What follows belongs to an exercise in optimizing a design on an open flow for small area and a short achievable clock period; a production flow would make more cautious choices. At most, simulation tests tie the RTL to the original design; equivalence was not proved. Power and IR drop assume default switching activity.

// latency_histogram_counters_top
module latency_histogram_counters_top (
  input  logic                  clk_i,
  input  logic                  rst_ni,
  input  logic                  cfg_we_i,
  input  logic [lhc_pkg::CFG_IDX_W-1:0]  cfg_index_i,
  input  logic [lhc_pkg::CFG_DATA_W-1:0] cfg_wdata_i,
  input  logic                  in_valid_i,
  output logic                  in_stall_o,
  input  logic [lhc_pkg::IN_BEAT_W-1:0]  in_beat_i,
  output logic                  out_valid_o,
  input  logic                  out_stall_i,
  output logic [lhc_pkg::OUT_BEAT_W-1:0] out_beat_o
);
  logic accept, load, last;
  logic [lhc_pkg::IDX_W-1:0] load_idx, out_idx;
  logic [lhc_pkg::CNT_W-1:0] out_value;
  lhc_ctrl u_ctrl (
    .clk_i       (clk_i),
    .rst_ni      (rst_ni),
    .in_valid_i  (in_valid_i),
    .command_i   (in_beat_i[18:16]),
    .in_stall_o  (in_stall_o),
    .accept_o    (accept),
    .out_stall_i (out_stall_i),
    .out_valid_o (out_valid_o),
    .load_o      (load),
    .load_idx_o  (load_idx),
    .out_idx_o   (out_idx),
    .out_last_o  (last)
  );
  lhc_dp u_dp (
    .clk_i       (clk_i),
    .rst_ni      (rst_ni),
    .cfg_we_i    (cfg_we_i),
    .cfg_index_i (cfg_index_i),
    .cfg_wdata_i (cfg_wdata_i),
    .accept_i    (accept),
    .command_i   (in_beat_i[18:16]),
    .duration_i  (in_beat_i[15:0]),
    .load_i      (load),
    .load_idx_i  (load_idx),
    .out_value_o (out_value)
  );
  assign out_beat_o = {out_idx, out_value, last};
endmodule
Size: about 2,100 cells after synthesis, about 470 flip-flops, ~70 I/O pins, ~0.023 mm² of cells after synthesis.
==> flow/config.mk <==
export PLATFORM = sky130hd
export DESIGN_NAME = latency_histogram_counters_top
export DESIGN_NICKNAME = latency_histogram_counters_top
export VERILOG_FILES = /design/flow/design.v
export SDC_FILE = /design/flow/constraint.sdc
export NUM_CORES = 4
export LEC_CHECK = 0
export CAP_MARGIN = 20
export CORE_MARGIN = 2
export CORE_UTILIZATION = 40
export CTS_BUF_LIST = sky130_fd_sc_hd__clkbuf_16
export CTS_CLUSTER_DIAMETER = 80
export CTS_CLUSTER_SIZE = 30
export SETUP_SLACK_MARGIN = 3.6
export SLEW_MARGIN = 20
==> flow/constraint.sdc <==
create_clock -name core_clock -period 6.0 [get_ports {clk_i}]
set_input_delay 1.2000 -clock core_clock [delete_from_list [all_inputs] [get_ports {clk_i}]]
set_output_delay 1.2000 -clock core_clock [all_outputs]
set_load 0.01 [all_outputs]
standard.sh (not shown) runs the stock make flow with config.mk's settings and CLKGATE_MAP_FILE= SYNTH_SCRIPT=/design/flow/synth_recipe.tcl, a recipe that flattens the netlist after the stock synthesis.
==> flow/flow/run.sh <==
#!/bin/bash
# Own flow: the standard layout (standard synthesis included), except that
# the input and output ports are buffered with buf_2 cells instead of the
# delay-buffer cells port buffering otherwise picks. Each step's full output
# goes to a log file of its own in this folder.
set -euo pipefail
W=$PWD
bash standard.sh synth > "$W/synth.log" 2>&1
bash standard.sh "BUFFER_PORTS_ARGS=-buffer_cell sky130_fd_sc_hd__buf_2" finish > "$W/layout.log" 2>&1
Next try:
==> flow/flow/run.sh (replaced) <==
#!/bin/bash
# Own flow: the standard layout, except that synthesis maps the logic with
# an area-recovering ABC script (flow/abc_speed.script). Registers, their names
# and cell types come out as in the standard synthesis (they are mapped before
# ABC runs). Each step's full output goes to a log file in this folder.
set -euo pipefail
W=$PWD
mkdir -p "$W/scripts_abc"
cp -r "$FLOW_HOME/scripts/." "$W/scripts_abc/"
cp "$W/flow/abc_speed.script" "$W/scripts_abc/abc_speed.script"
bash standard.sh SCRIPTS_DIR="$W/scripts_abc" synth > "$W/synth.log" 2>&1
bash standard.sh finish > "$W/layout.log" 2>&1
==> flow/flow/abc_speed.script (new file) <==
&get -n
&st
&dch
&nf -R 1000
&put
What happened: First-iteration DRC count falls by 9.9%. Global-route usage falls by 1.2 points. Cell count barely changes. Synthesized area falls by 6.3%. Worst setup slack loses 610 ps. Maximum frequency falls by 20%. Via count falls by 0.59%. Design area rises by 0.74%. Clock skew hardly moves.
Next try:
==> flow/flow/run.sh (replaced) <==
#!/bin/bash
# Own flow: the standard layout with two changes.
#  1. Synthesis is the standard one, except that ABC stops after technology
#     mapping (flow/abc_speed.script is ORFS's abc_speed.script without its
#     final buffering and gate-sizing commands); OpenROAD's repair sizes gates
#     later with placement information. Registers are mapped before ABC runs,
#     so their names and cell types are the standard synthesis's.
#  2. Ports are buffered with buf_2 cells instead of the delay buffers that
#     port buffering otherwise picks.
# Each step's full output goes to a log file of its own in this folder.
set -euo pipefail
W=$PWD
mkdir -p "$W/scripts_abc"
cp -r "$FLOW_HOME/scripts/." "$W/scripts_abc/"
cp "$W/flow/abc_speed.script" "$W/scripts_abc/abc_speed.script"
bash standard.sh SCRIPTS_DIR="$W/scripts_abc" synth > "$W/synth.log" 2>&1
bash standard.sh "BUFFER_PORTS_ARGS=-buffer_cell sky130_fd_sc_hd__buf_2" finish > "$W/layout.log" 2>&1
==> flow/flow/abc_speed.script (replaced) <==
&get -n
&st
&dch
&nf
&st
&syn2
&if -g -K 6
&synch2
&nf
&st
&syn2
&if -g -K 6
&synch2
&nf
&st
&syn2
&if -g -K 6
&synch2
&nf
&st
&syn2
&if -g -K 6
&synch2
&nf
&st
&syn2
&if -g -K 6
&synch2
&nf
&put
Result: Hold slack gets better by 9.1 ps; register-to-register slack improves by 610 ps; non-clock buffer count fell by 71.
Next try:
==> flow/flow/run.sh (replaced) <==
#!/bin/bash
# Own flow: the standard layout (standard synthesis included), except that
# the input and output ports are buffered with buf_2 cells instead of the
# delay-buffer cells port buffering otherwise picks. Each step's full output
# goes to a log file of its own in this folder.
set -euo pipefail
W=$PWD
bash standard.sh synth > "$W/synth.log" 2>&1
bash standard.sh "BUFFER_PORTS_ARGS=-buffer_cell sky130_fd_sc_hd__buf_2" finish > "$W/layout.log" 2>&1
Settings changed: CAP_MARGIN 20 to 5, SLEW_MARGIN 20 to 5.
removed: flow/flow/abc_speed.script
=>
- The new run finished clean
- setup slack improved by 8.6 ps
- wire length shrinks by about 5%
- synthesized cell count grows by 2.7%
- die area grows by 2.1%
- utilization shrinks by 0.85 points
- power is about the same
- cell area is about the same
- clock-buffer cell count shrinks by 1
Next try:
==> flow/run.sh (new file) <==
#!/bin/bash
# synth_recipe.tcl (not shown) runs the flow's synth.tcl, then flattens the netlist and writes it again
# the make line also repeats each setting of config.mk as NAME=value (left out here)
make -C /OpenROAD-flow-scripts/flow DESIGN_CONFIG=/design/flow/config.mk WORK_HOME=/design/flow/orfs CLKGATE_MAP_FILE= SYNTH_SCRIPT=/design/flow/synth_recipe.tcl finish
Settings changed: CAP_MARGIN 5 to 20, SETUP_SLACK_MARGIN 3.6 to 3.8, SLEW_MARGIN 5 to 20.
removed: flow/flow/run.sh
removed: flow/standard.sh
Effect: Combinational power is higher by about 18%; via count is higher by 2.0%; sequential share of layout area is lower by 2.0 points; design area is higher by about 5%; clock power is lower by about 3%; synthesized cell count stays the same.
Next try:
Settings changed: CORE_UTILIZATION 40 to 50, CTS_CLUSTER_DIAMETER 80 to 60, CTS_CLUSTER_SIZE 30 to 25, SETUP_SLACK_MARGIN 3.8 to 3.7.
Routed wire length rises by 0.50%.
Worst setup slack gains 14 ps.
Clock skew came out lower by 26 ps.
Global-route usage is higher by 5.7 points.

Another version of the RTL of latency_histogram_counters_top (not shown whole).
Size in the first run: ~1900 cells after synthesis, ~0.023 mm^2 of cells after synthesis.
export LEC_CHECK = 0
export CAP_MARGIN = 20
export CORE_MARGIN = 2
export CORE_UTILIZATION = 40
export CTS_BUF_LIST = sky130_fd_sc_hd__clkbuf_16
export CTS_CLUSTER_DIAMETER = 80
export CTS_CLUSTER_SIZE = 30
export SETUP_SLACK_MARGIN = 3.6
export SLEW_MARGIN = 20
create_clock -name core_clock -period 6.0 [get_ports {clk_i}]
==> flow/flow/run.sh <==
#!/bin/bash
# Own flow: the standard layout (standard synthesis included), except that
# the input and output ports are buffered with buf_2 cells instead of the
# delay-buffer cells port buffering otherwise picks. Each step's full output
# goes to a log file of its own in this folder.
set -euo pipefail
W=$PWD
bash standard.sh synth > "$W/synth.log" 2>&1
bash standard.sh "BUFFER_PORTS_ARGS=-buffer_cell sky130_fd_sc_hd__buf_2" RECOVER_POWER=100 finish > "$W/layout.log" 2>&1
The baseline completed, yet does not pass: max-capacitance violations, max-slew violations.
Then changed:
--- a/flow/flow/run.sh
+++ b/flow/flow/run.sh
@@ -8,2 +8,2 @@
 bash standard.sh synth > "$W/synth.log" 2>&1
-bash standard.sh "BUFFER_PORTS_ARGS=-buffer_cell sky130_fd_sc_hd__buf_2" RECOVER_POWER=100 finish > "$W/layout.log" 2>&1
+bash standard.sh "BUFFER_PORTS_ARGS=-buffer_cell sky130_fd_sc_hd__buf_2" finish > "$W/layout.log" 2>&1
Outcome:
- This time the run ran to the end with no violations
- routed wire length barely changes
- sequential power barely changes
- total power increases by 0.54%
- design area increases by 0.93%
- cell count does not change
- core utilization went up by 0.42 points
- synthesized cell count stays the same
- clock-buffer cell count is unchanged
Then changed:
==> flow/flow/run.sh (replaced) <==
#!/bin/bash
# Own flow: the standard layout with two changes.
#  1. Synthesis is the standard synthesis script (synth_recipe_mix.tcl is
#     synth_recipe.tcl plus a wrapper around ORFS's final abc call): the logic
#     cone that feeds the snapshot output value register is mapped with an
#     area-recovering ABC script (abc_area_nf.script), the rest with ORFS's
#     standard ABC script. Flip-flops are mapped before that call, so the
#     registers, their names and cell types are the standard synthesis's.
#  2. Ports are buffered with buf_2 cells instead of the delay buffers that
#     port buffering otherwise picks.
# Each step's full output goes to a log file of its own in this folder.
set -euo pipefail
W=$PWD
bash standard.sh "SYNTH_SCRIPT=$W/flow/synth_recipe_mix.tcl" \
  "MIX_AREA_SCRIPT=$W/flow/abc_area_nf.script" synth > "$W/synth.log" 2>&1
bash standard.sh "BUFFER_PORTS_ARGS=-buffer_cell sky130_fd_sc_hd__buf_2" finish > "$W/layout.log" 2>&1
==> flow/flow/abc_area_nf.script (new file) <==
&get -n
&st
&dch
&nf -R 1000
&put
==> flow/flow/synth_recipe_mix.tcl (new file) <==
proc synth {args} { yosys synth -nofsm -noshare {*}$args }
# The final technology mapping (ORFS's synth.tcl calls abc once, after the
# flip-flops are mapped): the cone feeding the snapshot output value register
# is mapped first with an area-recovering ABC script, the rest as standard.
proc abc {args} {
  set i [lsearch -exact $args -script]
  set area_args [lreplace $args [expr {$i + 1}] [expr {$i + 1}] $::env(MIX_AREA_SCRIPT)]
  set stop {}
  foreach t {dfrtp_1 dfrtp_2 dfrtp_4 dfstp_1 dfstp_2 dfstp_4 dfxtp_1 dfxtp_2 dfxtp_4 edfxtp_1} {
    lappend stop "sky130_fd_sc_hd__$t"
  }
  yosys select -set rdd c:*out_value_o* %ci1:+[join $stop ,]\[D\] c:*out_value_o* %d
  yosys select -set rdcone @rdd %ci*:-[join $stop ,]
  yosys select -set rdgates @rdcone t:\$_* %i
  yosys tee -o $::env(REPORTS_DIR)/mix_cone.txt select -count @rdgates
  yosys abc {*}$area_args @rdgates
  yosys abc {*}$args
}
source $::env(SCRIPTS_DIR)/synth.tcl
# left out here: clear keep_hierarchy, flatten, clean up, hide names made inside functions, write 1_2_yosys.v
CORE_UTILIZATION = 45   (was 40)
- The new run produced a clean layout
- combinational power hardly moves
- die area drops by 12%
- synthesized area goes down by 0.84%
- worst setup slack gets better by 43 ps
- cell count goes down by 3.6%
- wire length went down by 13%
- non-clock buffer count falls by 1
- hold slack improves by 21 ps

## rev 12
Starting RTL as in the previous note.
==> flow/config.mk <==
export PLATFORM = sky130hd
export DESIGN_NAME = latency_histogram_counters_top
export DESIGN_NICKNAME = latency_histogram_counters_top
export VERILOG_FILES = /design/flow/design.v
export SDC_FILE = /design/flow/constraint.sdc
export NUM_CORES = 4
export LEC_CHECK = 0
export CAP_MARGIN = 20
export CORE_MARGIN = 2
export CORE_UTILIZATION = 40
export CTS_BUF_LIST = sky130_fd_sc_hd__clkbuf_16
export CTS_CLUSTER_DIAMETER = 80
export CTS_CLUSTER_SIZE = 30
export SETUP_SLACK_MARGIN = 3.45
export SLEW_MARGIN = 20
==> flow/constraint.sdc <==
create_clock -name core_clock -period 6.0 [get_ports {clk_i}]
set_input_delay 1.2000 -clock core_clock [delete_from_list [all_inputs] [get_ports {clk_i}]]
set_output_delay 1.2000 -clock core_clock [all_outputs]
set_load 0.01 [all_outputs]
==> flow/flow/run.sh <==
#!/bin/bash
# Own flow: the standard layout (standard synthesis included), except that
# the input and output ports are buffered with buf_2 cells instead of the
# delay-buffer cells port buffering otherwise picks. Each step's full output
# goes to a log file of its own in this folder.
set -euo pipefail
W=$PWD
bash standard.sh synth > "$W/synth.log" 2>&1
bash standard.sh "BUFFER_PORTS_ARGS=-buffer_cell sky130_fd_sc_hd__buf_2" finish > "$W/layout.log" 2>&1
### rev 12 -> rev 13
- SETUP_SLACK_MARGIN now 3.7, was 3.45
[summary]
- Re critical path depth: rev 13 is 5 down on rev 12.
- Summary of the comparison: via count is higher in rev 13, relative to rev 12.
- Worst hold slack delta (rev 12 -> rev 13): insignificant
- Rev 12 ended up with u_ctrl.idx_q[1] as its critical path startpoint; rev 13 ended up with u_dp.out_value_o[11].
- Looking at final routed wire length divided by cell count across rev 12 and rev 13, the one that comes out lower is rev 12.
- Going from rev 12 to rev 13, the final critical-path required period was found to have gone down by 51 ps.
- Rev 13: logic gate share of total power higher than rev 12
- The maximum clock path buffer count was comparable across rev 12 and rev 13.
- Summary of rev 13 over rev 12: overall power after layout now sits higher; worst setup slack increased 51 ps; power density of the placed cells rose by 1.5%.

## run a
latency_histogram_counters_top, a different RTL version from the one above (not shown whole).
For scale: about 1800 cells after synthesis, roughly 500 flip-flops, about 23000 µm² of cells after synthesis.
export LEC_CHECK = 0
export CAP_MARGIN = 20
export CORE_MARGIN = 2
export CORE_UTILIZATION = 40
export CTS_BUF_LIST = sky130_fd_sc_hd__clkbuf_16
export CTS_CLUSTER_DIAMETER = 80
export CTS_CLUSTER_SIZE = 30
export SETUP_SLACK_MARGIN = 3.6
export SLEW_MARGIN = 20
create_clock -name core_clock -period 6.0 [get_ports {clk_i}]
Scripts as last shown in full above: flow/flow/run.sh
Run a: all stages complete, timing, DRC and antenna checks passed
The following lists how run b was set up differently from run a:
==> flow/flow/run.sh <==
#!/bin/bash
# Own flow: the standard layout with two changes.
#  1. Synthesis is the standard synthesis script (synth_recipe_mix.tcl is
#     synth_recipe.tcl plus a wrapper around ORFS's final abc call): the logic
#     cone that feeds the snapshot output value register is mapped with an
#     area-recovering ABC script (abc_area_nf.script), the rest with ORFS's
#     standard ABC script. Flip-flops are mapped before that call, so the
#     registers, their names and cell types are the standard synthesis's.
#  2. Ports are buffered with buf_2 cells instead of the delay buffers that
#     port buffering otherwise picks.
# Each step's full output goes to a log file of its own in this folder.
set -euo pipefail
W=$PWD
bash standard.sh "SYNTH_SCRIPT=$W/flow/synth_recipe_mix.tcl" \
  "MIX_AREA_SCRIPT=$W/flow/abc_area_nf.script" synth > "$W/synth.log" 2>&1
bash standard.sh "BUFFER_PORTS_ARGS=-buffer_cell sky130_fd_sc_hd__buf_2" finish > "$W/layout.log" 2>&1
==> flow/flow/abc_area_nf.script (new file) <==
&get -n
&st
&dch
&nf -R 1000
&put
==> flow/flow/synth_recipe_mix.tcl (new file) <==
proc synth {args} { yosys synth -nofsm -noshare {*}$args }
# The final technology mapping (ORFS's synth.tcl calls abc once, after the
# flip-flops are mapped): the cone feeding the snapshot output value register
# is mapped first with an area-recovering ABC script, the rest as standard.
proc abc {args} {
  set i [lsearch -exact $args -script]
  set area_args [lreplace $args [expr {$i + 1}] [expr {$i + 1}] $::env(MIX_AREA_SCRIPT)]
  set stop {}
  foreach t {dfrtp_1 dfrtp_2 dfrtp_4 dfstp_1 dfstp_2 dfstp_4 dfxtp_1 dfxtp_2 dfxtp_4 edfxtp_1} {
    lappend stop "sky130_fd_sc_hd__$t"
  }
  yosys select -set rdd c:*out_value_o* %ci1:+[join $stop ,]\[D\] c:*out_value_o* %d
  yosys select -set rdcone @rdd %ci*:-[join $stop ,]
  yosys select -set rdgates @rdcone t:\$_* %i
  yosys tee -o $::env(REPORTS_DIR)/mix_cone.txt select -count @rdgates
  yosys abc {*}$area_args @rdgates
  yosys abc {*}$args
}
source $::env(SCRIPTS_DIR)/synth.tcl
# left out here: clear keep_hierarchy, flatten, clean up, hide names made inside functions, write 1_2_yosys.v
==> comparison <==
Row post-synthesis cell area: run b lower / run a higher. Run b against run a: average wire per cell in the routed design lower, first-pass detailed-route iteration total higher, critical path depth higher, die area lower. Synthesized cell count in run b is about 3% below run a. Of run a and run b, the run reporting the higher setup slack was run b. NOTE wire length of the first global-routing pass run a->run b decreased by a little under 10%.
Function was not checked in any run of this note: the RTL went through the layout flow alone.

## re-timing with driven ports
How much do the figures lean on ideal ports? The routed layouts below were timed once more, with nothing changed but the port constraints. Step 1: set_driving_cell puts a clkbuf_16 on clk_i and a buf_2 on each other input, an assumption about the parent block. Step 2 times the ports against the registers' clock, not the clock port: input delays grow and output delays shrink by t, the midpoint of the rising clock arrivals with the driver on. a / b / c = ideal / step 1 / step 2; a / b = the first two.
| run | shift t [ns] | setup WS [ns] | slew at the worst register clock pin (ns) |
|---|---|---|---|
| the first run of note 1 | 0.656 | 3.573 / 3.519 / 3.135 | 0.12 / 0.12 |
| the second run of note 1 | 0.659 | 2.960 / 2.960 / 2.960 | 0.10 / 0.10 |
| the third run of note 1 | 0.655 | 3.565 / 3.528 / 3.452 | 0.10 / 0.10 |
| the fourth run of note 1 | 0.656 | 3.574 / 3.520 / 3.151 | 0.12 / 0.12 |
| the fifth run of note 1 | 0.654 | 3.597 / 3.541 / 3.344 | 0.11 / 0.11 |
| the sixth run of note 1 | 0.638 | 3.611 / 3.556 / 3.314 | 0.08 / 0.08 |
| the first run of note 2 | 0.658 | 2.541 / 2.579 / 1.921 | 0.11 / 0.11 |
| the second run of note 2 | 0.659 | 3.591 / 3.536 / 3.229 | 0.11 / 0.11 |
| the third run of note 2 | 0.659 | 3.634 / 3.574 / 3.230 | 0.11 / 0.11 |
| rev 12 | 0.653 | 3.535 / 3.535 / 3.205 | 0.11 / 0.11 |
| rev 13 | 0.680 | 3.586 / 3.522 / 3.404 | 0.11 / 0.11 |
| run a | 0.648 | 3.573 / 3.555 / 3.257 | 0.11 / 0.11 |
| run b | 0.642 | 3.642 / 3.588 / 3.257 | 0.11 / 0.11 |
For the first run of note 2, which loses most, drivers alone change the setup slack by +0.038 ns; drivers and shift together by -0.620 ns. The worst setup slack also covers recovery checks on asynchronous resets.
